What follows belongs to an exercise in optimizing a design on an open flow for small area; a production flow would make more cautious choices.
Function was checked by simulation only, so behaviour that the tests miss may differ from the original.
Power figures rest on the tool's default switching activity, not on a simulated workload.

**config.mk**
```make
export PLATFORM = sky130hd
export DESIGN_NAME = fmap_core
export DESIGN_NICKNAME = fmap_core
export VERILOG_FILES = /design/flow/design.v
export SDC_FILE = /design/flow/constraint.sdc
export NUM_CORES = 4
export LEC_CHECK = 0
export CAP_MARGIN = 20
export CORE_MARGIN = 2
export CORE_UTILIZATION = 60
export CTS_BUF_LIST = sky130_fd_sc_hd__clkbuf_8
export CTS_CLUSTER_DIAMETER = 50
export CTS_CLUSTER_SIZE = 16
export SLEW_MARGIN = 20
```
**constraint.sdc**
```tcl
create_clock -name core_clock -period 8.0 [get_ports {i_clk}]
set_input_delay 1.6000 -clock core_clock [delete_from_list [all_inputs] [get_ports {i_clk}]]
set_output_delay 1.6000 -clock core_clock [all_outputs]
set_load 0.01 [all_outputs]
```
**design.v**
```verilog
package fmap_pkg;
	localparam int MAP_DIM    = 8;      
	localparam int PIX_AW     = 6;      
	localparam int NUM_CH     = 32;
	localparam int LOAD_BYTES = 2048;   
	localparam int PIX_W      = 8;
	localparam int SUM_W   = 13;   
	localparam int ACC_W   = 17;   
	localparam int ORG_MAX = MAP_DIM - 2;
	typedef enum logic [3:0] {
		OP_LOAD_MAP    = 4'd0,
		OP_SHIFT_RIGHT = 4'd1,
		OP_SHIFT_LEFT  = 4'd2,
		OP_SHIFT_UP    = 4'd3,
		OP_SHIFT_DOWN  = 4'd4,
		OP_SCALE_DOWN  = 4'd5,
		OP_SCALE_UP    = 4'd6,
		OP_CONV_SHOW   = 4'd7
	} op_mode_e;
	typedef enum logic [2:0] {
		WIN_NONE,
		WIN_RIGHT,
		WIN_LEFT,
		WIN_UP,
		WIN_DOWN,
		WIN_HALF,
		WIN_DOUBLE,
		WIN_DEPTH_MAX
	} win_cmd_e;
	typedef enum logic [1:0] {DEPTH_8, DEPTH_16, DEPTH_32} depth_e;
endpackage
`timescale 1ns/1ps
module fmap_core (
	input  logic        i_clk,
	input  logic        i_rst_n,
	input  logic        i_op_valid,
	input  logic [3:0]  i_op_mode,
	output logic        o_op_ready,
	input  logic        i_in_valid,
	input  logic [7:0]  i_in_data,
	output logic        o_in_ready,
	output logic        o_out_valid,
	output logic [12:0] o_out_data
);
	localparam int WW = 34;   
	function automatic [16:0] radd(input logic [16:0] a, input logic [16:0] b);
		logic c;
		c = 1'b0;
		for (int i = 0; i < 17; i++) begin
			radd[i] = a[i] ^ b[i] ^ c;
			c       = (a[i] & b[i]) | (a[i] & c) | (b[i] & c);
		end
	endfunction
	function automatic [10:0] rinc(input logic [10:0] a, input logic ci);
		logic c;
		c = ci;
		for (int i = 0; i < 11; i++) begin
			rinc[i] = a[i] ^ c;
			c       = a[i] & c;
		end
	endfunction
	function automatic [16:0] radd3(input logic [16:0] a, input logic [16:0] b, input logic [16:0] c);
		logic [16:0] s, k;
		for (int i = 0; i < 17; i++) begin
			s[i] = a[i] ^ b[i] ^ c[i];
			k[i] = (a[i] & b[i]) | (a[i] & c[i]) | (b[i] & c[i]);
		end
		radd3 = radd(s, {k[15:0], 1'b0});
	endfunction
	localparam logic [2:0] S_IDLE = 3'd0, S_FETCH = 3'd1, S_EXEC = 3'd2,
	                       S_LOAD = 3'd3, S_CONV = 3'd4;
	logic [2:0]  state;
	logic [4:0]  t;           
	logic        op_take;
	logic        load_last;
	logic [10:0] prod_cnt;    
	logic        accept;
	assign o_op_ready  = (state == S_EXEC);
	assign o_in_ready  = (state == S_LOAD);
	assign op_take     = o_op_ready && i_op_valid;
	assign accept      = o_in_ready && i_in_valid;
	assign load_last   = accept && (prod_cnt == 11'd2047);
	assign o_out_valid = (state == S_CONV) && (t >= 5'd17);
	always_ff @(posedge i_clk or negedge i_rst_n) begin
		if (!i_rst_n) begin
			state <= S_IDLE;
			t     <= 5'd0;
		end else begin
			t <= 5'(rinc({6'd0, t}, 1'b1));
			case (state)
				S_IDLE:  state <= S_FETCH;
				S_FETCH: state <= S_EXEC;
				S_EXEC: begin
					t <= 5'd0;
					if (i_op_valid) begin
						if (i_op_mode == 4'd0)      state <= S_LOAD;
						else if (i_op_mode == 4'd7) state <= S_CONV;
						else                        state <= S_FETCH;
					end
				end
				S_LOAD:  if (load_last) state <= S_FETCH;
				S_CONV:  if (t == 5'd20) state <= S_FETCH;
				default: state <= S_IDLE;
			endcase
		end
	end
	logic [2:0] row, col;
	logic [1:0] depth;   
	always_ff @(posedge i_clk or negedge i_rst_n) begin
		if (!i_rst_n) begin
			row   <= 3'd0;
			col   <= 3'd0;
			depth <= 2'd2;
		end else if (op_take) begin
			case (i_op_mode)
				4'd0: depth <= 2'd2;
				4'd1: if (col != 3'd6) col <= col + 3'd1;
				4'd2: if (col != 3'd0) col <= col - 3'd1;
				4'd3: if (row != 3'd0) row <= row - 3'd1;
				4'd4: if (row != 3'd6) row <= row + 3'd1;
				4'd5: if (depth != 2'd0) depth <= depth - 2'd1;
				4'd6: if (depth != 2'd2) depth <= depth + 2'd1;
				default: ;
			endcase
		end
	end
	logic [3:0]  ph;
	logic [10:0] cons_cnt;    
	logic [3:0]  in_wait;     
	logic        in_now;      
	logic [7:0]  dl [15];     
	logic        cons;
	logic [7:0]  cons_byte;
	assign in_wait   = prod_cnt[3:0] - ph;
	assign in_now    = accept && (in_wait == 4'd0);
	assign cons      = in_now || ((cons_cnt != prod_cnt) && (ph == cons_cnt[3:0]));
	assign cons_byte = in_now ? i_in_data : dl[0];
	always_ff @(posedge i_clk or negedge i_rst_n) begin
		if (!i_rst_n) begin
			ph       <= 4'd0;
			prod_cnt <= 11'd0;
			cons_cnt <= 11'd0;
		end else begin
			ph       <= 4'(rinc({7'd0, ph}, 1'b1));
			prod_cnt <= rinc(prod_cnt, accept);
			cons_cnt <= rinc(cons_cnt, cons);
		end
	end
	always_ff @(posedge i_clk) begin
		for (int j = 0; j < 14; j++)
			dl[j] <= (accept && in_wait == 4'(j + 1)) ? i_in_data : dl[j + 1];
		dl[14] <= i_in_data;
	end
	logic [4:0]    cons_ch;
	logic [1:0]    cons_q;
	logic          f_a, f_b, f_c, fresh;
	logic [WW-1:0] head [4];
	logic [WW-1:0] tail [4];
	logic [WW-1:0] last [4];   
	logic [WW-1:0] cons_word;
	logic [11:0]   cons_old;
	logic [11:0]   cons_sum;
	assign cons_ch = cons_cnt[10:6];
	assign cons_q  = cons_cnt[5:4];
	assign f_a     = (cons_ch[4:3] == 2'd0);
	assign f_b     = (cons_ch[4:3] == 2'd1);
	assign f_c     = cons_ch[4];
	assign fresh   = (cons_ch[2:0] == 3'd0) && !(cons_ch[4] && cons_ch[3]);
	assign cons_word = head[cons_q];
	assign cons_old  = fresh ? 12'd0 :
	                   f_a   ? {1'b0, cons_word[10:0]} :
	                   f_b   ? {1'b0, cons_word[21:11]} :
	                           cons_word[33:22];
	assign cons_sum  = 12'(radd({5'd0, cons_old}, {9'd0, cons_byte}));
	for (genvar q = 0; q < 4; q++) begin : g_ring
		logic [16*WW-1:0] ring;   
		logic             hit;
		assign head[q] = ring[WW-1:0];
		assign last[q] = ring[16*WW-1:15*WW];
		assign hit     = cons && (cons_q == 2'(q));
		assign tail[q][10:0]  = (hit && f_a) ? cons_sum[10:0] : ring[10:0];
		assign tail[q][21:11] = (hit && f_b) ? cons_sum[10:0] : ring[21:11];
		assign tail[q][33:22] = (hit && f_c) ? cons_sum       : ring[33:22];
		always_ff @(posedge i_clk)
			ring <= {tail[q], ring[16*WW-1:WW]};
	end
	logic        case0;       
	logic [3:0]  y1;          
	logic [12:0] s_e, s_o;
	function automatic [12:0] chan_sum(input logic [WW-1:0] w, input logic [1:0] d);
		chan_sum = 13'(radd3({6'd0, w[10:0]},
		                     (d != 2'd0) ? {6'd0, w[21:11]} : 17'd0,
		                     (d == 2'd2) ? {5'd0, w[33:22]} : 17'd0));
	endfunction
	logic [3:0]  ph1;
	assign ph1   = ph - 4'd1;
	assign case0 = (row[0] != ph1[3]);
	assign y1    = case0 ? {1'b0, row} - 4'd1 : {1'b0, row};
	logic        e_r2, e_zero, o_r3, o_zero;
	logic [12:0] s_e_nx, s_o_nx;
	assign e_r2   = !y1[3] && (y1[2] ^ y1[1]);   
	assign e_zero = (y1 == 4'd6);
	assign o_r3   = !y1[3] && y1[2];              
	assign o_zero = y1[3];                        
	assign s_e_nx = e_zero ? 13'd0 : chan_sum(e_r2 ? last[2] : last[0], depth);
	assign s_o_nx = o_zero ? 13'd0 : chan_sum(o_r3 ? last[3] : last[1], depth);
	always_ff @(posedge i_clk) begin
		s_e <= s_e_nx;
		s_o <= s_o_nx;
	end
	logic        case0_d;
	logic        m_e;         
	logic [1:0]  w_l, w_r;    
	logic [12:0] s_m;
	logic [3:0]  dx;          
	logic        act;
	logic [1:0]  w_l_nx, w_r_nx;
	logic [14:0] p_eo, v_t, v_b;
	logic [16:0] acc [4];     
	assign dx  = {1'b0, ph1[2:0]} - {1'b0, col} + 4'd1;
	assign act = (state == S_CONV) && !t[4] && !dx[3] && !dx[2];
	always_comb begin
		w_l_nx = 2'd0;
		w_r_nx = 2'd0;
		if (act) begin
			case (dx[1:0])
				2'd0: begin w_l_nx = 2'd1; w_r_nx = 2'd0; end
				2'd1: begin w_l_nx = 2'd2; w_r_nx = 2'd1; end
				2'd2: begin w_l_nx = 2'd1; w_r_nx = 2'd2; end
				default: begin w_l_nx = 2'd0; w_r_nx = 2'd1; end
			endcase
		end
	end
	always_ff @(posedge i_clk) begin
		case0_d <= case0;
		m_e     <= case0 ^ !y1[1];
		w_l     <= w_l_nx;
		w_r     <= w_r_nx;
	end
	assign s_m  = m_e ? s_e : s_o;
	assign p_eo = 15'(radd({4'd0, s_e}, {4'd0, s_o}));
	assign v_t  = case0_d ? p_eo : {1'b0, s_m, 1'b0};
	assign v_b  = case0_d ? {1'b0, s_m, 1'b0} : p_eo;
	function automatic [16:0] wterm(input logic [14:0] v, input logic [1:0] w);
		case (w)
			2'd1:    wterm = {2'd0, v};
			2'd2:    wterm = {1'b0, v, 1'b0};
			default: wterm = 17'd0;
		endcase
	endfunction
	always_ff @(posedge i_clk) begin
		if (state == S_CONV && t == 5'd0) begin
			for (int k = 0; k < 4; k++) acc[k] <= 17'd8;
		end else begin
			acc[0] <= radd(acc[0], wterm(v_t, w_l));
			acc[1] <= radd(acc[1], wterm(v_t, w_r));
			acc[2] <= radd(acc[2], wterm(v_b, w_l));
			acc[3] <= radd(acc[3], wterm(v_b, w_r));
		end
	end
	logic [1:0] out_idx;
	assign out_idx    = t[1:0] - 2'd1;
	assign o_out_data = acc[out_idx][16:4];
endmodule
```
**run.sh**
```bash
#!/bin/bash
# synth_recipe.tcl (not shown) runs the flow's synth.tcl, then flattens the netlist and writes it again
# the make line also repeats each setting of config.mk as NAME=value (left out here)
make -C /OpenROAD-flow-scripts/flow DESIGN_CONFIG=/design/flow/config.mk WORK_HOME=/design/flow/orfs CLKGATE_MAP_FILE= SYNTH_SCRIPT=/design/flow/synth_recipe.tcl finish
```
==> impl_metrics.env, run 1 <==
export IMPL_clock_tree_root_cell="sky130_fd_sc_hd__clkbuf_8"
export IMPL_overall_power_mw=21.3
export IMPL_sequential_fraction_of_the_synthesis_area=0.798
export IMPL_yosys_mux_area_fraction=0.0739
export IMPL_worstReg2RegStart="row[1]"
export IMPL_tritoncts_num_buffers=183
export IMPL_netlist_area_mm2=0.0614
export IMPL_fp_dieH_um=324
export IMPL_combinational_family_with_the_most_area_after_synthesis="multiplexers"
export IMPL_post_synthesis_compound_gate_area_fraction=0.0240
export IMPL_synthSimpleGateAreaFrac=0.0300
export IMPL_remaining_drc_errors=0
export IMPL_max_clock_freq_ghz=0.129
export IMPL_critical_path_type="reg -> reg"
export IMPL_timing_critical_path_from_type="flop"
export IMPL_htree_num_levels=4
export IMPL_port_buffers=31
export IMPL_layout_filler_cells=7392
export IMPL_vdd_ir_drop_max_mv=0.215
export IMPL_pwr_share_clk=0.291
export IMPL_cts_clk_slew_worst_paths_ns=0.09
export IMPL_via_per_inst=4.86
export IMPL_finish_cell_count_without_fillers=5468
export IMPL_p_switching_mw=5.17
export IMPL_cp_data_arrival_time_ns=8.54
export IMPL_number_of_failing_hold_endpoints_at_the_final_stage=0
export IMPL_layout_drive_gt1_share=0.171
export IMPL_synth_cell_type_count=68
export IMPL_worst_r2r_path_depth=20
export IMPL_crit_path_max_fanout=6
export IMPL_globalplace_congestion=0.832
export IMPL_layout_cells_most_common_list="2396 x sky130_fd_sc_hd__dfxtp_1, 255 x sky130_fd_sc_hd__mux2_2, 191 x sky130_fd_sc_hd__clkbuf_8"
export IMPL_die_w_um=324
export IMPL_seq_power_share=0.606
export IMPL_final_setup_viol_count=0
export IMPL_placed_cells=5212
export IMPL_synth_main_ff_cell="sky130_fd_sc_hd__dfxtp_1"
export IMPL_via_count=26578
export IMPL_most_common_library_cell_in_the_layout_ignoring_fill_and_taps="sky130_fd_sc_hd__dfxtp_1"
export IMPL_synth_xor_area_share=0.00595
export IMPL_syn_area_per_cell_um2=15.9
export IMPL_rsz0062_at_grt="true"
export IMPL_crit_required_ns=8.77
export IMPL_max_cap_violations=0
export IMPL_grt_antenna_before_repair=10
export IMPL_fin_crit_ns=7.77
export IMPL_timing_hold_worst_start="g_ring[2].ring[378]"
export IMPL_drt_first_iter_violations=1503
export IMPL_core_area_mm2=0.102
export IMPL_maxSlewViolCount=0
export IMPL_clock_skew_final_ns=0.0398
export IMPL_start_util=0.605
export IMPL_routed_wire_length_per_instance_um=19.6
export IMPL_grt_pass1_vias=27449
export IMPL_power_switching_fraction=0.243
export IMPL_syn_to_final_growth_pct=9.10
export IMPL_setup_worst_path_start="row[1]"
export IMPL_hp_class="reg -> reg"
export IMPL_status="no timing/DRC/antenna violations"
export IMPL_placement_rows=117
export IMPL_first_pass_iters=8
export IMPL_floorplan_io_pins=32
export IMPL_pin_count_of_the_biggest_net_entering_global_routing=65
export IMPL_critical_path_reg2reg_endpoint="s_e[11]"
export IMPL_synth_fa_ha_area_frac=0.0517
export IMPL_syn_instance_count=3851
export IMPL_endpoint="s_e[11]"
export IMPL_synth_seq_cells=2438
export IMPL_p_leak_nw=27.5
export IMPL_intPower_mw=16.1
export IMPL_grt_pass1_wl_um=163000
export IMPL_maxSlewHeadroom=0.249
export IMPL_clock_sink_count=2438
export IMPL_utilization=0.660
export IMPL_asyncSetResetFlopFracSynth=0.0172
export IMPL_hpwlAfterDp_um=70800
export IMPL_insertion_delay_ns=0.88
export IMPL_globalRouteTotalUtil=0.210
export IMPL_grt_overflow_total=0
export IMPL_ant_nets=0
export IMPL_clock_tree_from_tritoncts="yes"
export IMPL_route_final_wire_length_um=107000
export IMPL_synth_edf_count=0
export IMPL_worst_slew_pin_slew_ns=1.12
export IMPL_combPwrFrac=0.103
export IMPL_final_hold_worst_slack_ns=0.311
export IMPL_setup_reg_to_reg_worst_slack_ns=0.23
export IMPL_worstSetupEndpointType="flop"
export IMPL_cts_path_max_buffers=3
export IMPL_yosys_warnings=6
export IMPL_die_area_mm2=0.105
export IMPL_synth_fp_nets=4048
export IMPL_cellPowerDensity_mw_per_mm2=318
export IMPL_finalNetCount=4233
export IMPL_final_period_utilization=0.971
==> layout make-up <==
cell class              count  area [um^2]  area share
flip-flops and latches   2438        49000       0.732
multi-input cells        1182        11600       0.173
clock buffers             191         2630      0.0392
well taps                1368         1710      0.0255
repair buffers            114          928      0.0139
clock inverters            55          669     0.00999
inverters                 117          443     0.00661
diodes                      3         7.51    0.000112
==> critical path, stage by stage, from the launching register on <==
cell                      delay [ns]
sky130_fd_sc_hd__dfrtp_2        0.45
sky130_fd_sc_hd__inv_1          0.23
sky130_fd_sc_hd__ha_1           0.35
sky130_fd_sc_hd__xnor2_2        0.19
sky130_fd_sc_hd__and2_1         0.22
sky130_fd_sc_hd__o31a_2         0.37
sky130_fd_sc_hd__buf_4          0.17
sky130_fd_sc_hd__mux2i_1        0.13
sky130_fd_sc_hd__fa_1           0.41
sky130_fd_sc_hd__ha_1           0.25
sky130_fd_sc_hd__fa_1           0.48
sky130_fd_sc_hd__fa_1           0.46
sky130_fd_sc_hd__fa_1           0.47
sky130_fd_sc_hd__fa_1           0.46
sky130_fd_sc_hd__fa_1           0.46
sky130_fd_sc_hd__fa_1           0.52
sky130_fd_sc_hd__fa_1           0.47
sky130_fd_sc_hd__fa_1           0.46
sky130_fd_sc_hd__fa_1           0.49
sky130_fd_sc_hd__fa_1           0.47
sky130_fd_sc_hd__and2_1         0.15
==> sequential cells by signal, indices dropped and copies added, names as in the netlist <==
name and count:
prod_cnt 11, s_e 13, col 3, depth 2, s_o 13, case0_d 1
acc 68, cons_cnt 11, dl 120, t 5, w_r 2, ph 4
g_ring.ring 2176, m_e 1, w_l 2, row 3, state 3
==> Yosys cell counts (all sizes together), types with 2 or more instances <==
master     n  area, um^2
a21o      20         150
dfrtp     41        1030
xnor2     19         174
o21bai     2        15.0
a221oi     9        78.8
buf       35         269
a211o      3        26.3
nor2      51         191
nand2b    13        81.3
dfxtp   2396       48000
mux4      22         495
a32oi      3        33.8
nand3b     2        15.0
nor3b      3        22.5
nand3     37         225
a211oi     9        82.6
and2      89         557
nand4      6        37.5
clkbuf    80         300
nand2    117         439
o22ai     52         325
o31a       2        17.5
mux2     292        3400
o21ai     60         300
nor4b      2        17.5
a22o       6        52.6
a21oi     35         179
a222oi    13         130
o31ai      2        15.0
xor2      21         191
ha        60         751
and3       3        18.8
nor4       5        31.3
or3        2        12.5
nor2b     11        68.8
nor3      11        75.1
or2        2        12.5
inv      116         435
mux2i     64         641
fa       121        2420
==> worst min-delay path by stage <==
stage,to,slack [ns],depth (start not counted)
2_1_floorplan,g_ring[0].ring[0],0.31,0
3_3_place_gp,g_ring[2].ring[278],0.31,0
3_5_place_dp,g_ring[0].ring[400],0.31,0
4_1_cts,g_ring[2].ring[344],0.30,0
5_1_grt,g_ring[3].ring[144],0.31,0
6_report,g_ring[2].ring[344],0.31,0
==> stage by stage <==
step           setup TNS, ns  worst slack (ns)  cell area, um^2
3_3_place_gp          -0.257           -0.0846            63500
6_report                   0             0.230            67000
2_1_floorplan              0             0.174            61400
4_1_cts                    0           0.00338            66800
3_5_place_dp          -0.797           -0.0993            63500
5_1_grt              -0.0672           -0.0366            67000
==> kinds of logic after synthesis <==
logic type                 count (synthesis)
DFF                                     2438
and+or+nand+nor                          358
xor gates and xnor gates                  40
AOI/OAI and AO/OA                        224
buffers and inverters                    232
adders and majority gates                181
muxes                                    378
==> per-layer routing <==
layer | global-route usage | part of all wire | vias up
met5 | 0 | 0 | -
met4 | 0.0728 | 0.029 | 0
met2 | 0.327 | 0.45 | 499
li1 | - | - | 12807
met1 | 0.298 | 0.48 | 13081
met3 | 0.0369 | 0.038 | 191
==> repair_timing <==
| item | 4_1_cts | 5_1_grt |
|---|---|---|
| setup endpoints to repair | 10 | 14 |
| pin swaps | 0 | 0 |
| resized for setup | 10 | 35 |
| endpoints found under the hold margin | 0 | 0 |
| gates cloned | 0 | 1 |
| setup buffers | 0 | 6 |
| hold buffers | 0 | 0 |
==> power by group through the flow <==
stage          clock network (mW)  registers, mW  logic [mW]
2_1_floorplan                   0           13.1        1.36
3_3_place_gp                    0           13.2        2.07
3_5_place_dp                    0           13.2        2.11
4_1_cts                      6.39           12.9        2.14
5_1_grt                      6.85           13.0        2.39
6_report                     6.19           12.9        2.20
==> run 2, diff against run 1 <==
--- a/design.v
+++ b/design.v
@@ -52,4 +52,16 @@
 		end
 	endfunction
+	function automatic [17:0] raddc(input logic [16:0] a, input logic [16:0] b, input logic ci, input int n);
+		logic c;
+		c = ci;
+		raddc = '0;
+		for (int i = 0; i < 17; i++) begin
+			if (i < n) begin
+				raddc[i] = a[i] ^ b[i] ^ c;
+				c        = (a[i] & b[i]) | (a[i] & c) | (b[i] & c);
+			end
+		end
+		raddc[17] = c;
+	endfunction
 	function automatic [10:0] rinc(input logic [10:0] a, input logic ci);
 		logic c;
@@ -186,6 +198,6 @@
 	end
 	logic        case0;       
-	logic [3:0]  y1;          
-	logic [12:0] s_e, s_o;
+	logic [13:0] p_eo;
+	logic [12:0] s_m;
 	function automatic [12:0] chan_sum(input logic [WW-1:0] w, input logic [1:0] d);
 		chan_sum = 13'(radd3({6'd0, w[10:0]},
@@ -196,26 +208,31 @@
 	assign ph1   = ph - 4'd1;
 	assign case0 = (row[0] != ph1[3]);
-	assign y1    = case0 ? {1'b0, row} - 4'd1 : {1'b0, row};
-	logic        e_r2, e_zero, o_r3, o_zero;
+	logic        case0_n;
+	logic [3:0]  y1_n;
+	logic        e_r2, e_zero, o_r3, o_zero, m_e;
 	logic [12:0] s_e_nx, s_o_nx;
-	assign e_r2   = !y1[3] && (y1[2] ^ y1[1]);   
-	assign e_zero = (y1 == 4'd6);
-	assign o_r3   = !y1[3] && y1[2];              
-	assign o_zero = y1[3];                        
+	assign case0_n = (row[0] != ph[3]);
+	assign y1_n    = case0_n ? {1'b0, row} - 4'd1 : {1'b0, row};
+	always_ff @(posedge i_clk) begin
+		e_r2   <= !y1_n[3] && (y1_n[2] ^ y1_n[1]);   
+		e_zero <= (y1_n == 4'd6);
+		o_r3   <= !y1_n[3] && y1_n[2];                
+		o_zero <= y1_n[3];                            
+		m_e    <= case0_n ^ !y1_n[1];
+	end
 	assign s_e_nx = e_zero ? 13'd0 : chan_sum(e_r2 ? last[2] : last[0], depth);
 	assign s_o_nx = o_zero ? 13'd0 : chan_sum(o_r3 ? last[3] : last[1], depth);
 	always_ff @(posedge i_clk) begin
-		s_e <= s_e_nx;
-		s_o <= s_o_nx;
+		p_eo <= 14'(radd({4'd0, s_e_nx}, {4'd0, s_o_nx}));
+		s_m  <= m_e ? s_e_nx : s_o_nx;   
 	end
 	logic        case0_d;
-	logic        m_e;         
 	logic [1:0]  w_l, w_r;    
-	logic [12:0] s_m;
 	logic [3:0]  dx;          
 	logic        act;
 	logic [1:0]  w_l_nx, w_r_nx;
-	logic [14:0] p_eo, v_t, v_b;
-	logic [16:0] acc [4];     
+	logic [14:0] v_t, v_b;
+	logic [16:0] acc [4];
+	logic [3:0]  acc_c;
 	assign dx  = {1'b0, ph1[2:0]} - {1'b0, col} + 4'd1;
 	assign act = (state == S_CONV) && !t[4] && !dx[3] && !dx[2];
@@ -234,12 +251,9 @@
 	always_ff @(posedge i_clk) begin
 		case0_d <= case0;
-		m_e     <= case0 ^ !y1[1];
 		w_l     <= w_l_nx;
 		w_r     <= w_r_nx;
 	end
-	assign s_m  = m_e ? s_e : s_o;
-	assign p_eo = 15'(radd({4'd0, s_e}, {4'd0, s_o}));
-	assign v_t  = case0_d ? p_eo : {1'b0, s_m, 1'b0};
-	assign v_b  = case0_d ? {1'b0, s_m, 1'b0} : p_eo;
+	assign v_t  = case0_d ? {1'b0, p_eo} : {1'b0, s_m, 1'b0};
+	assign v_b  = case0_d ? {1'b0, s_m, 1'b0} : {1'b0, p_eo};
 	function automatic [16:0] wterm(input logic [14:0] v, input logic [1:0] w);
 		case (w)
@@ -249,16 +263,29 @@
 		endcase
 	endfunction
-	always_ff @(posedge i_clk) begin
-		if (state == S_CONV && t == 5'd0) begin
-			for (int k = 0; k < 4; k++) acc[k] <= 17'd8;
-		end else begin
-			acc[0] <= radd(acc[0], wterm(v_t, w_l));
-			acc[1] <= radd(acc[1], wterm(v_t, w_r));
-			acc[2] <= radd(acc[2], wterm(v_b, w_l));
-			acc[3] <= radd(acc[3], wterm(v_b, w_r));
-		end
-	end
-	logic [1:0] out_idx;
+	logic [16:0] term [4];
+	assign term[0] = wterm(v_t, w_l);
+	assign term[1] = wterm(v_t, w_r);
+	assign term[2] = wterm(v_b, w_l);
+	assign term[3] = wterm(v_b, w_r);
+	for (genvar k = 0; k < 4; k++) begin : g_acc
+		logic [17:0] lo, hi;
+		assign lo = raddc({8'd0, acc[k][8:0]}, {8'd0, term[k][8:0]}, 1'b0, 9);
+		assign hi = raddc({9'd0, acc[k][16:9]}, {9'd0, term[k][16:9]}, acc_c[k], 8);
+		always_ff @(posedge i_clk) begin
+			if (state == S_CONV && t == 5'd0) begin
+				acc[k]   <= 17'd8;
+				acc_c[k] <= 1'b0;
+			end else begin
+				acc[k]   <= {hi[7:0], lo[8:0]};
+				acc_c[k] <= lo[17];
+			end
+		end
+	end
+	logic [1:0]  out_idx;
+	logic [16:0] acc_o;
+	logic        acc_oc;
 	assign out_idx    = t[1:0] - 2'd1;
-	assign o_out_data = acc[out_idx][16:4];
+	assign acc_o      = acc[out_idx];
+	assign acc_oc     = acc_c[out_idx];
+	assign o_out_data = {8'(rinc({3'd0, acc_o[16:9]}, acc_oc)), acc_o[8:4]};
 endmodule
==> impl_metrics.env, run 2 <==
export IMPL_clock_tree_from_tritoncts="yes"
export IMPL_cts_path_max_buffers=3
export IMPL_asyncSetResetFlopFracSynth=0.0172
export IMPL_p_leak_nw=27.2
export IMPL_finalNetCount=4087
export IMPL_core_area_mm2=0.100
export IMPL_worst_slew_pin_slew_ns=1.07
export IMPL_globalplace_congestion=0.851
export IMPL_overall_power_mw=20.3
export IMPL_totalNegativeSetupSlack_ns=0
export IMPL_grt_pass1_wl_um=159000
export IMPL_reg_largest_list="g_ring.ring (2176), dl (120), acc (68)"
export IMPL_yosys_warnings=7
export IMPL_synth_main_ff_cell="sky130_fd_sc_hd__dfxtp_1"
export IMPL_largest_register="g_ring.ring"
export IMPL_synth_fp_nets=3925
export IMPL_timing_critical_path_from_type="flop"
export IMPL_netlist_area_mm2=0.0610
export IMPL_clock_skew_final_ns=0.0444
export IMPL_die_w_um=323
export IMPL_grt_pass1_vias=26940
export IMPL_pin_count_of_the_biggest_net_entering_global_routing=61
export IMPL_status="no timing/DRC/antenna violations"
export IMPL_crit_required_ns=8.83
export IMPL_synth_seq_cells=2447
export IMPL_hpwlAfterDp_um=67700
export IMPL_crit_path_max_fanout=10
export IMPL_most_common_library_cell_in_the_layout_ignoring_fill_and_taps="sky130_fd_sc_hd__dfxtp_1"
export IMPL_remaining_drc_errors=0
export IMPL_placement_rows=116
export IMPL_clock_sink_count=2447
export IMPL_die_area_mm2=0.104
export IMPL_syn_area_per_cell_um2=16.4
export IMPL_insertion_delay_ns=0.89
export IMPL_post_synth_top_area_fraction=0.789
export IMPL_first_pass_iters=8
export IMPL_syn_instance_count=3721
export IMPL_maxSlewViolCount=0
export IMPL_cellPowerDensity_mw_per_mm2=307
export IMPL_tritoncts_num_buffers=186
export IMPL_synth_area_top_cells="sky130_fd_sc_hd__dfxtp_1 79%, sky130_fd_sc_hd__mux2_2 5.5%, sky130_fd_sc_hd__fa_1 4.0%"
export IMPL_route_final_wire_length_um=103000
export IMPL_grt_antenna_before_repair=10
export IMPL_port_buffers=31
export IMPL_via_count=25836
export IMPL_cts_hold_repair_buffers=0
export IMPL_worstSetupEndpointType="flop"
export IMPL_hp_class="reg -> reg"
export IMPL_max_clock_freq_ghz=0.131
export IMPL_routed_wire_length_per_instance_um=19.4
export IMPL_largest_register_ffs=2176
export IMPL_cp_data_arrival_time_ns=8.44
export IMPL_dpl_cell_area_mm2=0.0630
export IMPL_layout_cells_most_common_list="2402 x sky130_fd_sc_hd__dfxtp_1, 298 x sky130_fd_sc_hd__mux2_2, 192 x sky130_fd_sc_hd__clkbuf_8"
export IMPL_critical_path_type="reg -> reg"
export IMPL_use_met3=0.0356
export IMPL_pre_cts_slack_ns=-0.203
export IMPL_final_setup_worst_slack_ns=0.387
export IMPL_synth_cells_most_frequent="2405 x sky130_fd_sc_hd__dfxtp_1, 298 x sky130_fd_sc_hd__mux2_2, 121 x sky130_fd_sc_hd__fa_1"
export IMPL_vdd_ir_drop_max_mv=0.209
export IMPL_synth_largest_area_cell="sky130_fd_sc_hd__dfxtp_1"
export IMPL_cts_clk_slew_worst_paths_ns=0.10
export IMPL_htree_num_levels=4
export IMPL_postCtsSetupRepairBufs=0
export IMPL_final_period_utilization=0.952
export IMPL_globalRouteTotalUtil=0.204
export IMPL_grtUsageMet2=0.309
export IMPL_final_hold_worst_slack_ns=0.300
export IMPL_drt_first_iter_violations=1505
export IMPL_global_route_layer_with_the_greatest_usage="met2"
export IMPL_max_cap_violations=0
export IMPL_synth_cell_type_count=61
export IMPL_rsz0062_at_grt="false"
export IMPL_start_util=0.608
export IMPL_layout_drive_gt1_share=0.162
export IMPL_ant_nets=0
export IMPL_maxSlewHeadroom=0.283
export IMPL_fin_crit_ns=7.61
export IMPL_synth_most_common_cell="sky130_fd_sc_hd__dfxtp_1"
export IMPL_clock_tree_root_cell="sky130_fd_sc_hd__clkbuf_8"
export IMPL_floorplan_io_pins=32
export IMPL_synth_edf_count=0
export IMPL_number_of_failing_hold_endpoints_at_the_final_stage=0
export IMPL_cts_resized_gates=0
export IMPL_fp_dieH_um=323
export IMPL_final_setup_viol_count=0
export IMPL_setup_reg_to_reg_worst_slack_ns=0.39
export IMPL_final_design_area_no_fill_mm2=0.0663
export IMPL_syn_to_final_growth_pct=8.60
export IMPL_sequential_fraction_of_the_synthesis_area=0.806
export IMPL_via_per_inst=4.86
export IMPL_grt_overflow_total=0
export IMPL_global_route_usage_met1=0.295
run 2: cell count changes after synthesis, sizes merged, moves of 26 or more:
cell   before  now
and2       89   63
nand2     117   25
nor2       51   95
inv       116   54
o21ai      60   15
mux2      292  321
run 2: cell families after synthesis:
logic type	synth area share
flip-flops	0.806
multiplexers	0.0775
XOR/XNOR	0.00560
AO/OA/AOI/OAI	0.0225
buffers and inverters	0.0109
adder cells (fa/ha/maj)	0.0534
AND/OR/NAND/NOR	0.0238
run 2: where the power goes:
part / internal (mW) / total (mW) / switching, mW
Clock: 2.44 / 6.07 / 3.63
Combinational: 0.665 / 1.53 / 0.862
Sequential: 12.5 / 12.7 / 0.236
Total: 15.6 / 20.3 / 4.73
run 2: layout make-up:
type                       instances  area, um^2
antenna                           16        40.0
clock buffer                     192        2640
clock inverter                    58         582
fill                            7072       34200
inverter                          56         210
multi-input combinational       1113       11200
sequential                      2447       49200
tap                             1357        1700
timing repair buffer              79         668
run 2: final timing paths:
kind	startpoint	endpoint	depth (start not counted)
worst min register to register	g_ring[1].ring[136]	g_ring[1].ring[102]	0
worst max-delay path	e_r2	p_eo[12]	19
worst min-delay path	g_ring[1].ring[136]	g_ring[1].ring[102]	0
min in group asynchronous	i_rst_n	cons_cnt[9]	1
worst max register to register	e_r2	p_eo[12]	19
max in group asynchronous	i_rst_n	cons_cnt[5]	1
run 2: layer usage:
metal,vias to the layer above,share of wire
met3,229,0.039
met2,492,0.44
li1,12441,-
met1,12674,0.49
met4,0,0.032
met5,-,0
run 2: through the flow:
step | utilization | std cells
finish | 0.660 | 5318
global placement | 0.627 | 5052
CTS | 0.659 | 5302
global route | 0.660 | 5308
detailed placement | 0.627 | 5052
floorplan | - | 3721
run 2: worst max-delay path, cell delays in order (launching register included):
cell and delay [ns]:
sky130_fd_sc_hd__dfxtp_2 0.52, sky130_fd_sc_hd__mux2i_1 0.37, sky130_fd_sc_hd__nor2_1 0.11, sky130_fd_sc_hd__fa_1 0.55, sky130_fd_sc_hd__ha_1 0.22, sky130_fd_sc_hd__nor2b_1 0.16, sky130_fd_sc_hd__fa_1 0.45, sky130_fd_sc_hd__fa_1 0.47
sky130_fd_sc_hd__fa_1 0.46, sky130_fd_sc_hd__fa_1 0.46, sky130_fd_sc_hd__fa_1 0.46, sky130_fd_sc_hd__fa_1 0.47, sky130_fd_sc_hd__fa_1 0.46, sky130_fd_sc_hd__fa_1 0.47, sky130_fd_sc_hd__fa_1 0.46, sky130_fd_sc_hd__fa_1 0.47
sky130_fd_sc_hd__fa_1 0.43, sky130_fd_sc_hd__inv_1 0.10, sky130_fd_sc_hd__fa_1 0.39, sky130_fd_sc_hd__inv_1 0.06
==> run 3, diff against run 2 <==
==> flow/run.sh (new file) <==
#!/bin/bash
# The standard layout (standard.sh: ORFS synthesis to final layout, unchanged),
# with one change to clock tree synthesis: sink clusters of at most 10
# flip-flops driven by clkbuf_4, and no dummy loads added to balance the tree.
set -euo pipefail
export CTS_ARGS="-sink_clustering_enable -repair_clock_nets -dont_use_dummy_load -sink_clustering_size 10 -sink_clustering_max_diameter 40 -buf_list sky130_fd_sc_hd__clkbuf_4"
bash standard.sh > standard.log 2>&1
==> standard.sh (new file) <==
#!/bin/bash
# synth_recipe.tcl (not shown) runs the flow's synth.tcl, then flattens the netlist and writes it again
# the make line also repeats each setting of config.mk as NAME=value (left out here)
make -C /OpenROAD-flow-scripts/flow DESIGN_CONFIG=/design/flow/config.mk WORK_HOME=/design/flow/orfs CLKGATE_MAP_FILE= SYNTH_SCRIPT=/design/flow/synth_recipe.tcl "${@:-finish}"
--- a/config.mk
+++ b/config.mk
@@ -9,6 +9,3 @@
 export CORE_MARGIN = 2
 export CORE_UTILIZATION = 60
-export CTS_BUF_LIST = sky130_fd_sc_hd__clkbuf_8
-export CTS_CLUSTER_DIAMETER = 50
-export CTS_CLUSTER_SIZE = 16
 export SLEW_MARGIN = 20
removed: run.sh
==> impl_metrics.env, run 3 <==
export IMPL_status="no timing/DRC/antenna violations"
export IMPL_maxSlewHeadroom=0.292
export IMPL_critical_path_type="reg -> reg"
export IMPL_finalNetCount=4210
export IMPL_ant_nets=0
export IMPL_timing_critical_path_from_type="flop"
export IMPL_sequential_fraction_of_the_synthesis_area=0.806
export IMPL_rsz0062_at_grt="false"
export IMPL_clock_sink_count=2447
export IMPL_port_buffers=31
export IMPL_setup_reg_to_reg_worst_slack_ns=0.49
export IMPL_synth_largest_area_cell="sky130_fd_sc_hd__dfxtp_1"
export IMPL_die_w_um=323
export IMPL_hp_class="reg -> reg"
export IMPL_number_of_failing_hold_endpoints_at_the_final_stage=0
export IMPL_pre_cts_slack_ns=-0.203
export IMPL_cts_path_max_buffers=4
export IMPL_floorplan_io_pins=32
export IMPL_synth_edf_count=0
export IMPL_worst_r2r_path_depth=19
export IMPL_final_hold_worst_slack_ns=0.256
export IMPL_yosys_warnings=7
export IMPL_fp_dieH_um=323
export IMPL_p_leak_nw=26.9
export IMPL_first_pass_iters=8
export IMPL_post_synth_top_area_fraction=0.789
export IMPL_global_route_usage_met1=0.289
export IMPL_die_area_mm2=0.104
export IMPL_final_setup_worst_slack_ns=0.490
export IMPL_final_period_utilization=0.939
export IMPL_asyncSetResetFlopFracSynth=0.0172
export IMPL_route_final_wire_length_um=103000
export IMPL_tritoncts_num_buffers=309
export IMPL_cts_resized_gates=0
export IMPL_worstSetupEndpointType="flop"
export IMPL_grt_pass1_wl_um=160000
export IMPL_global_route_layer_with_the_greatest_usage="met2"
export IMPL_via_count=26351
export IMPL_reg_largest_list="g_ring.ring (2176), dl (120), acc (68)"
export IMPL_setup_worst_path_start="depth[1]"
export IMPL_globalRouteTotalUtil=0.206
export IMPL_remaining_drc_errors=0
export IMPL_crit_required_ns=9.17
export IMPL_start_util=0.608
export IMPL_fin_crit_ns=7.51
export IMPL_most_common_library_cell_in_the_layout_ignoring_fill_and_taps="sky130_fd_sc_hd__dfxtp_1"
export IMPL_grt_antenna_before_repair=11
export IMPL_cellPowerDensity_mw_per_mm2=298
export IMPL_grtUsageMet2=0.310
export IMPL_synth_cells_most_frequent="2405 x sky130_fd_sc_hd__dfxtp_1, 298 x sky130_fd_sc_hd__mux2_2, 121 x sky130_fd_sc_hd__fa_1"
export IMPL_cts_clk_slew_worst_paths_ns=0.10
export IMPL_synth_most_common_cell="sky130_fd_sc_hd__dfxtp_1"
export IMPL_hpwlAfterDp_um=67700
export IMPL_postCtsSetupRepairBufs=0
export IMPL_max_clock_freq_ghz=0.133
export IMPL_largest_register="g_ring.ring"
export IMPL_crit_path_max_fanout=11
export IMPL_routed_wire_length_per_instance_um=19.2
export IMPL_synth_seq_cells=2447
export IMPL_use_met3=0.0403
export IMPL_synth_main_ff_cell="sky130_fd_sc_hd__dfxtp_1"
export IMPL_synth_cell_type_count=61
export IMPL_placement_rows=116
export IMPL_worstReg2RegStart="depth[1]"
export IMPL_worst_slew_pin_slew_ns=1.06
export IMPL_synth_fp_nets=3925
export IMPL_final_design_area_no_fill_mm2=0.0654
export IMPL_endpoint="p_eo[12]"
export IMPL_clock_skew_final_ns=0.133
export IMPL_insertion_delay_ns=1.23
export IMPL_critical_path_reg2reg_endpoint="p_eo[12]"
export IMPL_syn_area_per_cell_um2=16.4
export IMPL_vdd_ir_drop_max_mv=0.196
export IMPL_globalplace_congestion=0.851
export IMPL_max_cap_violations=0
export IMPL_grt_overflow_total=0
export IMPL_final_setup_viol_count=0
export IMPL_pin_count_of_the_biggest_net_entering_global_routing=61
export IMPL_syn_instance_count=3721
export IMPL_drt_first_iter_violations=1430
export IMPL_largest_register_ffs=2176
export IMPL_cp_data_arrival_time_ns=8.68
export IMPL_netlist_area_mm2=0.0610
export IMPL_core_area_mm2=0.100
export IMPL_via_per_inst=4.90
export IMPL_clock_tree_from_tritoncts="yes"
export IMPL_layout_cells_most_common_list="2402 x sky130_fd_sc_hd__dfxtp_1, 309 x sky130_fd_sc_hd__clkbuf_4, 298 x sky130_fd_sc_hd__mux2_2"
export IMPL_cts_hold_repair_buffers=0
export IMPL_layout_drive_gt1_share=0.177
export IMPL_clock_tree_root_cell="sky130_fd_sc_hd__clkbuf_4"
export IMPL_htree_num_levels=5
export IMPL_dpl_cell_area_mm2=0.0630
export IMPL_syn_to_final_growth_pct=7.11
export IMPL_maxSlewViolCount=0
export IMPL_synth_area_top_cells="sky130_fd_sc_hd__dfxtp_1 79%, sky130_fd_sc_hd__mux2_2 5.5%, sky130_fd_sc_hd__fa_1 4.0%"
export IMPL_grt_pass1_vias=27902
run 3: per-layer routing:
layer	vias to the layer above	part of all wire
met1	12757	0.49
li1	12729	-
met5	-	0
met4	0	0.037
met2	592	0.44
met3	273	0.042
run 3: cell families after synthesis:
logic type / synth area share
XOR/XNOR: 0.00560
adder cells (fa/ha/maj): 0.0534
AND/OR/NAND/NOR: 0.0238
flip-flops: 0.806
AO/OA/AOI/OAI: 0.0225
multiplexers: 0.0775
buffers and inverters: 0.0109
run 3: where the power goes:
group,switching (mW),internal [mW]
Clock,3.42,1.79
Combinational,0.859,0.665
Sequential,0.234,12.5
Total,4.52,15.0
run 3: worst min-delay path by stage:
stage / slack (ns) / endpoint / depth (start not counted) / start
after floorplan: 0.31 / g_ring[0].ring[0] / 0 / g_ring[0].ring[34]
after global placement: 0.31 / g_ring[0].ring[237] / 0 / g_ring[0].ring[271]
after detailed placement: 0.31 / g_ring[0].ring[115] / 0 / g_ring[0].ring[149]
after CTS: 0.25 / g_ring[3].ring[0] / 0 / g_ring[3].ring[34]
after global routing: 0.25 / g_ring[0].ring[206] / 0 / g_ring[0].ring[240]
final: 0.26 / g_ring[3].ring[0] / 0 / g_ring[3].ring[34]
run 3: per-stage QoR:
stage	instances	power, mW	util	TNS, ns
2_1_floorplan	3721	13.9	-	0
3_3_place_gp	5052	14.5	0.627	-1.43
3_5_place_dp	5052	14.5	0.627	-2.42
4_1_cts	5361	19.7	0.650	0
5_1_grt	5368	20.4	0.651	0
6_report	5376	19.5	0.651	0
run 3: worst max-delay path, cell delays in order, from the launching register on:
cell                      delay (ns)
sky130_fd_sc_hd__dfstp_2        0.42
sky130_fd_sc_hd__nor2_1         0.44
sky130_fd_sc_hd__nor2_1         0.14
sky130_fd_sc_hd__fa_1           0.48
sky130_fd_sc_hd__ha_1           0.28
sky130_fd_sc_hd__nor2b_1        0.16
sky130_fd_sc_hd__fa_1           0.44
sky130_fd_sc_hd__fa_1           0.47
sky130_fd_sc_hd__fa_1           0.46
sky130_fd_sc_hd__fa_1           0.46
sky130_fd_sc_hd__fa_1           0.46
sky130_fd_sc_hd__fa_1           0.46
sky130_fd_sc_hd__fa_1           0.46
sky130_fd_sc_hd__fa_1           0.47
sky130_fd_sc_hd__fa_1           0.46
sky130_fd_sc_hd__fa_1           0.47
sky130_fd_sc_hd__fa_1           0.43
sky130_fd_sc_hd__inv_1          0.09
sky130_fd_sc_hd__fa_1           0.39
sky130_fd_sc_hd__inv_1          0.07
run 3: cell type report:
class                   instances  area [um^2]
diodes                         15         37.5
clock buffers                 309         2320
fillers                      7213        35100
inverters                      56          210
multi-input cells            1113        11200
flip-flops and latches       2447        49200
well taps                    1357         1700
repair buffers                 79          668
==> run 4, diff against run 3 <==
--- a/design.v
+++ b/design.v
@@ -85,12 +85,15 @@
 	logic [4:0]  t;           
 	logic        op_take;
+	logic        conv_take;
 	logic        load_last;
-	logic [10:0] prod_cnt;    
+	logic [3:0]  prod_cnt;
+	logic [10:0] cons_cnt;    
 	logic        accept;
 	assign o_op_ready  = (state == S_EXEC);
 	assign o_in_ready  = (state == S_LOAD);
 	assign op_take     = o_op_ready && i_op_valid;
+	assign conv_take   = op_take && (i_op_mode == 4'd7);
 	assign accept      = o_in_ready && i_in_valid;
-	assign load_last   = accept && (prod_cnt == 11'd2047);
+	assign load_last   = accept && (prod_cnt == 4'd15) && (cons_cnt[10:4] == 7'd127);
 	assign o_out_valid = (state == S_CONV) && (t >= 5'd17);
 	always_ff @(posedge i_clk or negedge i_rst_n) begin
@@ -138,5 +141,4 @@
 	end
 	logic [3:0]  ph;
-	logic [10:0] cons_cnt;    
 	logic [3:0]  in_wait;     
 	logic        in_now;      
@@ -144,16 +146,16 @@
 	logic        cons;
 	logic [7:0]  cons_byte;
-	assign in_wait   = prod_cnt[3:0] - ph;
+	assign in_wait   = prod_cnt - ph;
 	assign in_now    = accept && (in_wait == 4'd0);
-	assign cons      = in_now || ((cons_cnt != prod_cnt) && (ph == cons_cnt[3:0]));
+	assign cons      = in_now || ((cons_cnt[3:0] != prod_cnt) && (ph == cons_cnt[3:0]));
 	assign cons_byte = in_now ? i_in_data : dl[0];
 	always_ff @(posedge i_clk or negedge i_rst_n) begin
 		if (!i_rst_n) begin
 			ph       <= 4'd0;
-			prod_cnt <= 11'd0;
+			prod_cnt <= 4'd0;
 			cons_cnt <= 11'd0;
 		end else begin
 			ph       <= 4'(rinc({7'd0, ph}, 1'b1));
-			prod_cnt <= rinc(prod_cnt, accept);
+			prod_cnt <= 4'(rinc({7'd0, prod_cnt}, accept));
 			cons_cnt <= rinc(cons_cnt, cons);
 		end
@@ -170,5 +172,4 @@
 	logic [WW-1:0] tail [4];
 	logic [WW-1:0] last [4];   
-	logic [WW-1:0] cons_word;
 	logic [11:0]   cons_old;
 	logic [11:0]   cons_sum;
@@ -179,4 +180,5 @@
 	assign f_c     = cons_ch[4];
 	assign fresh   = (cons_ch[2:0] == 3'd0) && !(cons_ch[4] && cons_ch[3]);
+	logic [WW-1:0] cons_word;
 	assign cons_word = head[cons_q];
 	assign cons_old  = fresh ? 12'd0 :
@@ -200,8 +202,16 @@
 	logic [13:0] p_eo;
 	logic [12:0] s_m;
-	function automatic [12:0] chan_sum(input logic [WW-1:0] w, input logic [1:0] d);
-		chan_sum = 13'(radd3({6'd0, w[10:0]},
-		                     (d != 2'd0) ? {6'd0, w[21:11]} : 17'd0,
-		                     (d == 2'd2) ? {5'd0, w[33:22]} : 17'd0));
+	function automatic [12:0] chan_sum(input logic [WW-1:0] w);
+		chan_sum = 13'(radd3({6'd0, w[10:0]}, {6'd0, w[21:11]}, {5'd0, w[33:22]}));
+	endfunction
+	function automatic [WW-1:0] pick(input logic [WW-1:0] w0, input logic [WW-1:0] w1,
+	                                 input logic s0, input logic s1, input logic [1:0] d);
+		logic g16, g32;
+		g16  = (d != 2'd0);
+		g32  = (d == 2'd2);
+		pick = '0;
+		pick[10:0]  = (w0[10:0] & {11{s0}}) | (w1[10:0] & {11{s1}});
+		pick[21:11] = (w0[21:11] & {11{s0 & g16}}) | (w1[21:11] & {11{s1 & g16}});
+		pick[33:22] = (w0[33:22] & {12{s0 & g32}}) | (w1[33:22] & {12{s1 & g32}});
 	endfunction
 	logic [3:0]  ph1;
@@ -221,6 +231,6 @@
 		m_e    <= case0_n ^ !y1_n[1];
 	end
-	assign s_e_nx = e_zero ? 13'd0 : chan_sum(e_r2 ? last[2] : last[0], depth);
-	assign s_o_nx = o_zero ? 13'd0 : chan_sum(o_r3 ? last[3] : last[1], depth);
+	assign s_e_nx = chan_sum(pick(last[0], last[2], !e_r2 && !e_zero, e_r2 && !e_zero, depth));
+	assign s_o_nx = chan_sum(pick(last[1], last[3], !o_r3 && !o_zero, o_r3 && !o_zero, depth));
 	always_ff @(posedge i_clk) begin
 		p_eo <= 14'(radd({4'd0, s_e_nx}, {4'd0, s_o_nx}));
@@ -236,5 +246,5 @@
 	logic [3:0]  acc_c;
 	assign dx  = {1'b0, ph1[2:0]} - {1'b0, col} + 4'd1;
-	assign act = (state == S_CONV) && !t[4] && !dx[3] && !dx[2];
+	assign act = (conv_take || (state == S_CONV && t <= 5'd14)) && !dx[3] && !dx[2];
 	always_comb begin
 		w_l_nx = 2'd0;
@@ -273,5 +283,5 @@
 		assign hi = raddc({9'd0, acc[k][16:9]}, {9'd0, term[k][16:9]}, acc_c[k], 8);
 		always_ff @(posedge i_clk) begin
-			if (state == S_CONV && t == 5'd0) begin
+			if (conv_take) begin
 				acc[k]   <= 17'd8;
 				acc_c[k] <= 1'b0;
@@ -283,9 +293,5 @@
 	end
 	logic [1:0]  out_idx;
-	logic [16:0] acc_o;
-	logic        acc_oc;
 	assign out_idx    = t[1:0] - 2'd1;
-	assign acc_o      = acc[out_idx];
-	assign acc_oc     = acc_c[out_idx];
-	assign o_out_data = {8'(rinc({3'd0, acc_o[16:9]}, acc_oc)), acc_o[8:4]};
+	assign o_out_data = acc[out_idx][16:4];
 endmodule
==> flow/run.sh (replaced) <==
#!/bin/bash
# The standard layout (standard.sh: ORFS synthesis to final layout, unchanged),
# with two changes:
# - clock tree synthesis uses sink clusters of at most 11 flip-flops within
#   38 um, driven by clkbuf_4, and adds no dummy loads to balance the tree;
# - the buffer given to every input and output port is buf_1.
set -euo pipefail
export CTS_ARGS="-sink_clustering_enable -repair_clock_nets -dont_use_dummy_load -sink_clustering_size 11 -sink_clustering_max_diameter 38 -buf_list sky130_fd_sc_hd__clkbuf_4"
export BUFFER_PORTS_ARGS="-inputs -outputs -buffer_cell sky130_fd_sc_hd__buf_1"
bash standard.sh > standard.log 2>&1
--- a/config.mk
+++ b/config.mk
@@ -8,4 +8,5 @@
 export CAP_MARGIN = 20
 export CORE_MARGIN = 2
-export CORE_UTILIZATION = 60
+export CORE_UTILIZATION = 70
+export PLACE_DENSITY = 0.8
 export SLEW_MARGIN = 20
==> impl_metrics.env, run 4 <==
export IMPL_cts_resized_gates=0
export IMPL_die_w_um=297
export IMPL_synth_area_top_cells="sky130_fd_sc_hd__dfxtp_1 80%, sky130_fd_sc_hd__mux2_2 4.6%, sky130_fd_sc_hd__fa_1 4.0%"
export IMPL_yosys_warnings=7
export IMPL_insertion_delay_ns=1.18
export IMPL_p_leak_nw=25.9
export IMPL_sequential_fraction_of_the_synthesis_area=0.813
export IMPL_clock_tree_from_tritoncts="yes"
export IMPL_cts_path_max_buffers=4
export IMPL_number_of_failing_hold_endpoints_at_the_final_stage=0
export IMPL_worst_r2r_path_depth=20
export IMPL_hold_depth=0
export IMPL_fin_crit_ns=7.70
export IMPL_status="no timing/DRC/antenna violations"
export IMPL_power_switching_fraction=0.240
export IMPL_hpwlAfterDp_um=69600
export IMPL_crit_required_ns=9.10
export IMPL_cts_hold_repair_buffers=0
export IMPL_placement_rows=107
export IMPL_grt_overflow_total=0
export IMPL_finalNetCount=4096
export IMPL_rsz0062_at_grt="false"
export IMPL_synth_fp_nets=3842
export IMPL_synth_cells_most_frequent="2405 x sky130_fd_sc_hd__dfxtp_1, 245 x sky130_fd_sc_hd__mux2_2, 121 x sky130_fd_sc_hd__fa_1"
export IMPL_first_pass_iters=7
export IMPL_cellPowerDensity_mw_per_mm2=310
export IMPL_globalRouteTotalUtil=0.231
export IMPL_seq_power_share=0.654
export IMPL_tritoncts_num_buffers=282
export IMPL_maxSlewViolCount=0
export IMPL_critical_path_type="reg -> reg"
export IMPL_hp_class="reg -> reg"
export IMPL_intPower_mw=15.1
export IMPL_layout_filler_cells=4963
export IMPL_netlist_area_mm2=0.0603
export IMPL_finish_cell_count_without_fillers=5066
export IMPL_worstSetupEndpointType="flop"
export IMPL_route_final_wire_length_um=100000
export IMPL_grt_pass1_wl_um=153000
export IMPL_synth_seq_cells=2440
export IMPL_routed_wire_length_per_instance_um=19.8
export IMPL_grt_pass1_vias=26953
export IMPL_grt_antenna_before_repair=19
export IMPL_most_frequent_cell_on_the_critical_path="sky130_fd_sc_hd__fa_1"
export IMPL_final_period_utilization=0.963
export IMPL_synth_largest_area_cell="sky130_fd_sc_hd__dfxtp_1"
export IMPL_synth_most_common_cell="sky130_fd_sc_hd__dfxtp_1"
export IMPL_vdd_ir_drop_max_mv=0.263
export IMPL_via_count=26076
export IMPL_via_per_inst=5.15
export IMPL_max_clock_freq_ghz=0.130
export IMPL_placed_cells=4766
export IMPL_synth_main_ff_cell="sky130_fd_sc_hd__dfxtp_1"
export IMPL_synth_edf_count=0
export IMPL_globalplace_congestion=0.860
export IMPL_fp_dieH_um=297
export IMPL_layout_drive_gt1_share=0.165
export IMPL_final_setup_viol_count=0
export IMPL_pwr_share_clk=0.251
export IMPL_die_area_mm2=0.0885
export IMPL_asyncSetResetFlopFracSynth=0.0143
export IMPL_max_cap_violations=0
export IMPL_setup_worst_path_start="depth[0]"
export IMPL_totalNegativeSetupSlack_ns=0
export IMPL_timing_hold_worst_start="g_ring[0].ring[311]"
export IMPL_combPwrFrac=0.094
export IMPL_worst_path_slowest_cell="sky130_fd_sc_hd__fa_1"
export IMPL_port_buffers=31
export IMPL_maxSlewHeadroom=0.252
export IMPL_timing_critical_path_slowest_cell_delay_ns=0.57
export IMPL_syn_instance_count=3652
export IMPL_cp_data_arrival_time_ns=8.80
export IMPL_pin_count_of_the_biggest_net_entering_global_routing=63
export IMPL_critical_path_cell_chain="nor2_4 > nor3_2 > buf_4 > a22o_1 > fa_1 > ha_1 > inv_1 > fa_1 > fa_1 > fa_1 > fa_1 > fa_1 > inv_1 > fa_1 > fa_1 > fa_1 > fa_1 > fa_1 > fa_1 > fa_1"
export IMPL_post_synth_top_area_fraction=0.799
export IMPL_worst_slew_pin_slew_ns=1.12
export IMPL_most_common_library_cell_in_the_layout_ignoring_fill_and_taps="sky130_fd_sc_hd__dfxtp_1"
export IMPL_clock_tree_root_cell="sky130_fd_sc_hd__clkbuf_4"
export IMPL_drt_first_iter_violations=1602
export IMPL_core_area_mm2=0.0853
export IMPL_crit_path_max_fanout=4
export IMPL_reg_largest_list="g_ring.ring (2176), dl (120), acc (68)"
export IMPL_remaining_drc_errors=0
export IMPL_p_switching_mw=4.75
export IMPL_layout_cells_most_common_list="2404 x sky130_fd_sc_hd__dfxtp_1, 282 x sky130_fd_sc_hd__clkbuf_4, 245 x sky130_fd_sc_hd__mux2_2"
export IMPL_start_util=0.707
export IMPL_critical_path_reg2reg_endpoint="p_eo[12]"
export IMPL_timing_critical_path_from_type="flop"
export IMPL_synth_cell_type_count=57
export IMPL_syn_area_per_cell_um2=16.5
export IMPL_seq_area_mm2=0.0490
export IMPL_area_of_the_multi_input_gates_mm2=0.0107
export IMPL_ant_nets=0
export IMPL_postCtsSetupRepairBufs=0
export IMPL_setup_reg_to_reg_worst_slack_ns=0.30
export IMPL_htree_num_levels=5
export IMPL_floorplan_io_pins=32
export IMPL_worstReg2RegStart="depth[0]"
export IMPL_worstHoldEndpoint="g_ring[0].ring[277]"
export IMPL_clock_skew_final_ns=0.0821
export IMPL_syn_to_final_growth_pct=6.15
export IMPL_largest_register_ffs=2176
export IMPL_largest_register="g_ring.ring"
export IMPL_clock_sink_count=2440
export IMPL_cts_clk_slew_worst_paths_ns=0.10
## run 4: worst max-delay path by stage
stage	endpoint	slack, ns	depth (start not counted)
after global placement	p_eo[12]	0.17	20
after detailed placement	p_eo[12]	0.10	20
final	p_eo[12]	0.30	20
after global routing	p_eo[12]	0.008	20
after floorplan	p_eo[12]	0.30	19
after CTS	p_eo[12]	0.05	20
## run 4: per-stage QoR
stage                     hold WS (ns)  power, mW  instance area, um^2  utilization  setup WS (ns)
final                            0.280       19.8                64000        0.750          0.297
after global routing             0.277       20.7                64000        0.750        0.00833
after detailed placement         0.312       15.1                61800        0.725          0.104
after floorplan                  0.310       14.4                60300            -          0.304
after global placement           0.309       15.0                61800        0.725          0.167
after CTS                        0.254       19.9                63900        0.749         0.0542
## run 4: cell type report
| cell class | instances | share of cell area |
|---|---|---|
| well taps | 1144 | 0.0224 |
| repair buffers | 72 | 0.00665 |
| diodes | 18 | 0.000704 |
| inverters | 79 | 0.00463 |
| multi-input cells | 1031 | 0.167 |
| clock buffers | 282 | 0.0331 |
| flip-flops and latches | 2440 | 0.766 |
## run 4: power groups by stage
| stage | combinational [mW] | clock [mW] | sequential (mW) |
|---|---|---|---|
| finish | 1.87 | 4.99 | 13.0 |
| global route | 2.01 | 5.61 | 13.0 |
| CTS | 1.84 | 5.13 | 13.0 |
| detailed placement | 1.83 | 0 | 13.2 |
| global placement | 1.76 | 0 | 13.2 |
| floorplan | 1.28 | 0 | 13.1 |
## run 4: per-layer routing
metal  wire, um  vias up  GRT usage
met5          8        -          0
met4       2730        2     0.0895
met3       5610      210     0.0486
met2      44700      752      0.351
met1      47000    12706      0.329
li1           -    12406          -
## run 4: cells by family (layout without fill, tap and decap cells)
kind of cell / Yosys count / count (layout) / synth area share
DFF: 2440 / 2440 / 0.813
muxes: 375 / 375 / 0.0724
and+or+nand+nor: 253 / 253 / 0.0230
AOI/OAI and AO/OA: 195 / 195 / 0.0236
buffers and inverters: 181 / 433 / 0.0117
adders and majority gates: 174 / 174 / 0.0512
xor gates and xnor gates: 34 / 34 / 0.00506
other: 0 / 18 / 0
## run 4: critical path: cells and delay by family (launching register included)
kind | cells | cell delay, ns
compound gates | 1 | 0.24
fa+ha+maj | 14 | 6.44
flops | 1 | 0.44
simple gates | 2 | 0.29
buf+inv | 3 | 0.26
==> run 5, diff against run 4 <==
--- a/design.v
+++ b/design.v
@@ -180,10 +180,12 @@
 	assign f_c     = cons_ch[4];
 	assign fresh   = (cons_ch[2:0] == 3'd0) && !(cons_ch[4] && cons_ch[3]);
-	logic [WW-1:0] cons_word;
-	assign cons_word = head[cons_q];
-	assign cons_old  = fresh ? 12'd0 :
-	                   f_a   ? {1'b0, cons_word[10:0]} :
-	                   f_b   ? {1'b0, cons_word[21:11]} :
-	                           cons_word[33:22];
+	always_comb begin
+		cons_old = 12'd0;
+		for (int q = 0; q < 4; q++) begin
+			if (cons_q == 2'(q) && f_a && !fresh) cons_old = cons_old | {1'b0, head[q][10:0]};
+			if (cons_q == 2'(q) && f_b && !fresh) cons_old = cons_old | {1'b0, head[q][21:11]};
+			if (cons_q == 2'(q) && f_c && !fresh) cons_old = cons_old | head[q][33:22];
+		end
+	end
 	assign cons_sum  = 12'(radd({5'd0, cons_old}, {9'd0, cons_byte}));
 	for (genvar q = 0; q < 4; q++) begin : g_ring
==> impl_metrics.env, run 5 <==
export IMPL_synth_area_top_cells="sky130_fd_sc_hd__dfxtp_1 80%, sky130_fd_sc_hd__fa_1 4.0%, sky130_fd_sc_hd__mux2i_1 2.8%"
export IMPL_vdd_ir_drop_max_mv=0.452
export IMPL_layout_filler_cells=5001
export IMPL_grt_overflow_total=0
export IMPL_core_area_mm2=0.0854
export IMPL_fp_dieH_um=298
export IMPL_sequential_fraction_of_the_synthesis_area=0.811
export IMPL_routed_wire_length_per_instance_um=19.4
export IMPL_synth_main_ff_cell="sky130_fd_sc_hd__dfxtp_1"
export IMPL_worstSetupEndpointType="flop"
export IMPL_grt_antenna_before_repair=23
export IMPL_maxSlewViolCount=0
export IMPL_remaining_drc_errors=0
export IMPL_syn_instance_count=3783
export IMPL_netlist_area_mm2=0.0604
export IMPL_finalNetCount=4242
export IMPL_route_final_wire_length_um=101000
export IMPL_critical_path_type="reg -> reg"
export IMPL_placement_rows=107
export IMPL_largest_register_ffs=2176
export IMPL_crit_required_ns=9.12
export IMPL_fin_crit_ns=7.82
export IMPL_port_buffers=31
export IMPL_synth_edf_count=0
export IMPL_layout_drive_gt1_share=0.133
export IMPL_ant_nets=0
export IMPL_post_synth_top_area_fraction=0.796
export IMPL_clock_skew_final_ns=0.105
export IMPL_syn_area_per_cell_um2=16.0
export IMPL_worstHoldEndpoint="g_ring[1].ring[415]"
export IMPL_final_period_utilization=0.977
export IMPL_grt_pass1_vias=27072
export IMPL_most_common_library_cell_in_the_layout_ignoring_fill_and_taps="sky130_fd_sc_hd__dfxtp_1"
export IMPL_synth_seq_cells=2440
export IMPL_status="no timing/DRC/antenna violations"
export IMPL_pre_cts_slack_ns=-0.0157
export IMPL_cp_data_arrival_time_ns=8.94
export IMPL_max_cap_violations=0
export IMPL_cts_path_max_buffers=4
export IMPL_asyncSetResetFlopFracSynth=0.0143
export IMPL_synth_fp_nets=3973
export IMPL_syn_to_final_growth_pct=6.25
export IMPL_start_util=0.708
export IMPL_first_pass_iters=6
export IMPL_via_per_inst=5.12
export IMPL_seq_area_mm2=0.0490
export IMPL_tritoncts_num_buffers=285
export IMPL_yosys_warnings=7
export IMPL_reg_largest_list="g_ring.ring (2176), dl (120), acc (68)"
export IMPL_final_setup_worst_slack_ns=0.184
export IMPL_crit_path_max_fanout=5
export IMPL_clock_tree_root_cell="sky130_fd_sc_hd__clkbuf_4"
export IMPL_globalRouteTotalUtil=0.231
export IMPL_layout_cells_most_common_list="2405 x sky130_fd_sc_hd__dfxtp_1, 285 x sky130_fd_sc_hd__clkbuf_4, 183 x sky130_fd_sc_hd__inv_1"
export IMPL_area_of_the_multi_input_gates_mm2=0.0104
export IMPL_synth_most_common_cell="sky130_fd_sc_hd__dfxtp_1"
export IMPL_overall_power_mw=22.6
export IMPL_floorplan_io_pins=32
export IMPL_pin_count_of_the_biggest_net_entering_global_routing=63
export IMPL_grt_pass1_wl_um=153000
export IMPL_cts_clk_slew_worst_paths_ns=0.11
export IMPL_drt_first_iter_violations=1757
export IMPL_timing_hold_worst_start="g_ring[1].ring[449]"
export IMPL_via_count=26713
export IMPL_die_w_um=298
export IMPL_worstReg2RegStart="depth[1]"
export IMPL_worst_slew_pin_slew_ns=1.08
export IMPL_insertion_delay_ns=1.17
export IMPL_hp_class="reg -> reg"
export IMPL_timing_critical_path_from_type="flop"
export IMPL_maxSlewHeadroom=0.278
export IMPL_htree_num_levels=5
export IMPL_setup_reg_to_reg_worst_slack_ns=0.18
export IMPL_largest_register="g_ring.ring"
export IMPL_final_setup_viol_count=0
export IMPL_synth_cell_type_count=64
export IMPL_die_area_mm2=0.0887
export IMPL_number_of_failing_hold_endpoints_at_the_final_stage=0
export IMPL_globalplace_congestion=0.876
export IMPL_hold_depth=0
export IMPL_max_clock_freq_ghz=0.128
export IMPL_p_leak_nw=26.8
export IMPL_hpwlAfterDp_um=71000
export IMPL_synth_cells_most_frequent="2405 x sky130_fd_sc_hd__dfxtp_1, 183 x sky130_fd_sc_hd__inv_1, 169 x sky130_fd_sc_hd__mux2i_1"
export IMPL_synth_largest_area_cell="sky130_fd_sc_hd__dfxtp_1"
export IMPL_clock_tree_from_tritoncts="yes"
export IMPL_cellPowerDensity_mw_per_mm2=352
export IMPL_critical_path_reg2reg_endpoint="p_eo[12]"
export IMPL_clock_sink_count=2440
export IMPL_worst_r2r_path_depth=18
==> run 5: changes by cell type after synthesis, sizes merged, moves of 7 or more <==
cell and delta:
a211oi -12, a21o +9, a222oi +10, a22oi +19
a311oi +7, inv +105, mux2 -93, mux2i +83
mux4 -21, nor2 +12, nor2b +7, o21ai -12
==> run 5: worst max path at each step <==
| stage | cells past startpoint | slack [ns] | end | startpoint |
|---|---|---|---|---|
| finish | 18 | 0.18 | p_eo[12] | depth[1] |
| global route | 18 | -0.003 | p_eo[12] | depth[1] |
| CTS | 18 | 0.02 | p_eo[12] | depth[1] |
| detailed placement | 18 | -0.02 | p_eo[12] | depth[1] |
| global placement | 18 | 0.08 | p_eo[12] | depth[1] |
| floorplan | 19 | 0.28 | p_eo[12] | depth[1] |
==> run 5: final cells by class <==
type                            instances  share of cell area
Sequential cell                      2440               0.763
Multi-Input combinational cell       1055               0.161
Clock buffer                          285              0.0333
Tap cell                             1144              0.0223
Inverter                              184              0.0108
Timing Repair Buffer                   86             0.00826
Antenna cell                           19            0.000740
==> run 5: cells by family after synthesis <==
group                      count (synthesis)  synth area share
DFF                                     2440             0.811
muxes                                    344            0.0610
buffers and inverters                    288            0.0189
and+or+nand+nor                          270            0.0237
AOI/OAI and AO/OA                        236            0.0299
adders and majority gates                174            0.0510
xor gates and xnor gates                  31           0.00462
==> run 5: through the flow <==
stage               area (um^2)  utilization  instances  setup TNS [ns]  hold WS (ns)
floorplan                 60400            -       3783               0         0.310
global route              64200        0.752       5199        -0.00326         0.241
finish                    64200        0.752       5213               0         0.231
detailed placement        62000        0.725       4906         -0.0157         0.312
CTS                       64100        0.751       5191               0         0.234
global placement          62000        0.725       4906               0         0.309
==> run 5: worst max-delay path, cell delays in order (launching register included) <==
cell and delay, ns:
sky130_fd_sc_hd__dfstp_2 0.63, sky130_fd_sc_hd__nand2b_4 0.14, sky130_fd_sc_hd__nor3_4 0.25, sky130_fd_sc_hd__a22oi_1 0.16
sky130_fd_sc_hd__fa_1 0.60, sky130_fd_sc_hd__inv_1 0.06, sky130_fd_sc_hd__ha_1 0.21, sky130_fd_sc_hd__fa_1 0.45
sky130_fd_sc_hd__fa_1 0.47, sky130_fd_sc_hd__fa_1 0.47, sky130_fd_sc_hd__fa_1 0.46, sky130_fd_sc_hd__fa_1 0.47
sky130_fd_sc_hd__fa_1 0.48, sky130_fd_sc_hd__fa_1 0.48, sky130_fd_sc_hd__fa_1 0.47, sky130_fd_sc_hd__fa_1 0.48
sky130_fd_sc_hd__fa_1 0.46, sky130_fd_sc_hd__fa_1 0.48, sky130_fd_sc_hd__fa_1 0.54
==> run 5: routing by layer <==
layer | GRT usage | wire [um] | share of wire
met5 | 0 | 9 | 0.000089
met4 | 0.0946 | 2810 | 0.028
met3 | 0.0437 | 5330 | 0.053
met2 | 0.351 | 45500 | 0.45
met1 | 0.331 | 47600 | 0.47
==> run 5: timing repair <==
action,in CTS,in global routing
hold buffers,0,0
pin swaps,0,1
endpoints found under the hold margin,0,0
gates resized for setup,1,12
setup buffers,0,3
endpoints found under the setup margin,1,2
==> run 5: where the power goes <==
group	switching [mW]	total, mW	internal, mW
logic	2.68	4.56	1.88
clock network	3.34	4.99	1.65
registers	0.371	13.1	12.7
total	6.39	22.6	16.2

what the ideal ports hide:
How much do the figures lean on ideal ports? The routed layouts below were timed once more, with nothing changed but the port constraints. Step 1 sets driving cells, clkbuf_16 on the clock port and buf_2 on the other inputs (assumed; they add their load-dependent delay and slew). Step 2 also shifts input and output timing later by t, the mid clock arrival at the registers, as if the neighbouring blocks saw the same clock. Slacks: ideal ports / drivers / drivers and shift; pairs: ideal ports / drivers.
run	t (ns)	slack for setup (ns)
run 1	0.927	0.230 / 0.230 / -0.017
run 2	0.944	0.387 / 0.387 / -0.189
run 3	1.221	0.490 / 0.490 / -0.133
run 4	1.197	0.297 / 0.297 / 0.297
run 5	1.183	0.184 / 0.184 / 0.184
Met with ideal ports but missed after step 2: setup timing in run 1, run 2 and run 3.
